This design comes from an exercise in tuning for small area, a short achievable clock period and few clock cycles per item on the open sky130 flow, not from production work.
Function was checked by simulation only, so behaviour that the tests miss may differ from the original.
No activity file was given, so power comes from the tool's default toggle rates.

run A:
==> flow/design.v (excerpt) <==
module wbcc_top (
    input  wire        clk,
    input  wire        rst_n,
    input  wire        start,
    output wire        busy,
    input  wire [2:0]  item_kind,
    input  wire [31:0] item_block_id,
    input  wire [3:0]  item_slot,
    input  wire        item_wb_fail,
    input  wire        item_rd_fail,
    output wire        res_valid,
    output wire [1:0]  res_command,
    output wire [3:0]  res_slot,
    output wire [31:0] res_block,
    output wire        res_failed,
    output wire        res_hit,
    output wire        res_last,
    input  wire        cfg_valid,
    output wire        cfg_ready,
    input  wire [4:0]  cfg_data
);
    wbcc_pkg::t_item   item;
    wbcc_pkg::t_result res;
    assign item.kind            = item_kind;
    assign item.block_id        = item_block_id;
    assign item.slot_index      = item_slot;
    assign item.writeback_fails = item_wb_fail;
    assign item.read_fails      = item_rd_fail;
    writeback_block_cache_controller_core u_core (
        .i_clk       (clk),
        .i_rst_n     (rst_n),
        .start       (start),
        .busy        (busy),
        .i_item      (item),
        .o_res_valid (res_valid),
        .o_res       (res),
        .i_cfg_valid (cfg_valid),
        .o_cfg_ready (cfg_ready),
        .i_cfg_data  (cfg_data)
    );
    assign res_command = res.command;
    assign res_slot    = res.slot_out;
    assign res_block   = res.block_out;
    assign res_failed  = res.failed;
    assign res_hit     = res.hit;
    assign res_last    = res.last;
endmodule
Size in the first run: ~3900 cells after synthesis, roughly 94 I/O pins, about 0.045 mm2 of cells after synthesis.
==> flow/config.mk <==
export PLATFORM = sky130hd
export DESIGN_NAME = wbcc_top
export DESIGN_NICKNAME = wbcc_top
export VERILOG_FILES = /design/flow/design.v
export SDC_FILE = /design/flow/constraint.sdc
export NUM_CORES = 4
export LEC_CHECK = 0
export CAP_MARGIN = 20
export CORE_MARGIN = 2
export CORE_UTILIZATION = 58
export CTS_BUF_LIST = sky130_fd_sc_hd__clkbuf_16
export CTS_CLUSTER_DIAMETER = 90
export CTS_CLUSTER_SIZE = 22
export SETUP_SLACK_MARGIN = 2.5
export SLEW_MARGIN = 20
==> flow/constraint.sdc <==
create_clock -name core_clock -period 6.5 [get_ports {clk}]
set_input_delay 1.3000 -clock core_clock [delete_from_list [all_inputs] [get_ports {clk}]]
set_output_delay 1.3000 -clock core_clock [all_outputs]
set_load 0.01 [all_outputs]
run.sh (not shown) runs the stock make flow with config.mk's settings and CLKGATE_MAP_FILE= SYNTH_SCRIPT=/design/flow/synth_recipe.tcl, a recipe that flattens the netlist after the stock synthesis.
Run A | stages: all done | timing, DRC, antenna: all pass
Testbench counts of run A, summed over its fixed seeds: cycles 7,484, items 5,120.
What run B does differently from run A at the input level:
Settings: CORE_UTILIZATION: 58 -> 50.
## What came out
From run A to run B the numbers moved as follows: total of plain and repair buffers excluding clock buffers went down by about 13%; share of the cycle needed by the critical path after routing now smaller. [compare] base=run A new=run B: number of tap cells inserted saw an increase, maximum frequency up 4.3 MHz. Run B vs run A: relative area change from synthesis to final layout down in run B. Run A → run B: combinational fraction of design power went down 1.1 points, cell depth of the worst setup path went up 1, highest ir drop seen on vdd went down 18%, sum of routed wire length over all layers went down about 0.5%. Run B vs run A: total chip power down in run B.
--- input diff run B..run C ---
Settings: a change of SETUP_SLACK_MARGIN from 2.5 to 2.8.
Results
- Run C: flow completed, timing, DRC and antenna clean
- When run C is set beside run B, its post-route core utilization turns out to be 1.5 points larger.
- [run C vs run B] post-CTS setup repair buffer count: higher in run C
- Going from run B to run C, number of non-clock buffers grew by more than a quarter.
- Taking run B as the reference, in run C number of remaining DRC errors comparable; worst hold slack now larger; worst setup slack now larger; clock share of power comparable.
- NOTE number of buffers created by CTS run B->run C increased by a few percent
Here is what was changed in the inputs of run D compared with run C.
Settings: SETUP_SLACK_MARGIN: 2.8 -> 2.2.
### Flow results
- Run D and run C ended up with nearly the same multiplexer share of the synthesized area.
- As far as share of flip-flops with an asynchronous set or reset after synthesis goes, run D and run C are indistinguishable; the numbers are identical.
- Number of inserted filler cells in the final layout delta for run D relative to run C: 2.3% higher
- In terms of number of I/O pins, run D and run C differ only marginally.
- Run C consumes more power than run D.
- The slack of the critical path in run D sits 0.23 ns below the value recorded for run C.

## port drivers added, routing unchanged
No port has a modelled driver above. Below, the same layouts with a new extraction and two added sets of constraints.
Step 1 assumes that a clkbuf_16 drives the clock port and a buf_2 every other input.
Step 2 adds t to the input delays and takes it off the output delays; t is the mean of the earliest and latest rising clock arrival at the registers after step 1. Input paths then give back, and output paths get back, about the clock's delay inside the block.
Three values: ideal, step 1, step 2; two values: the first two.
| run | shift t [ns] | slack for setup (ns) | hold WS [ns] | worst setup path after step 2 | worst slew at a driven data input, ns |
|---|---|---|---|---|---|
| run A | 0.719 | 2.214 / 2.253 / 1.534 | 0.425 / 0.425 / 0.425 | input to register | 0.06 |
| run B | 0.722 | 2.292 / 2.321 / 1.600 | 0.411 / 0.411 / 0.411 | input to register | 0.06 |
| run C | 0.736 | 2.346 / 2.376 / 1.640 | 0.417 / 0.417 / 0.417 | input to register | 0.06 |
| run D | 0.726 | 2.114 / 2.114 / 1.606 | 0.412 / 0.412 / 0.412 | input to register | 0.04 |
After both steps every run listed still meets setup and hold. For run C, which loses most, drivers alone change the setup slack by +0.030 ns; drivers and shift together by -0.706 ns.
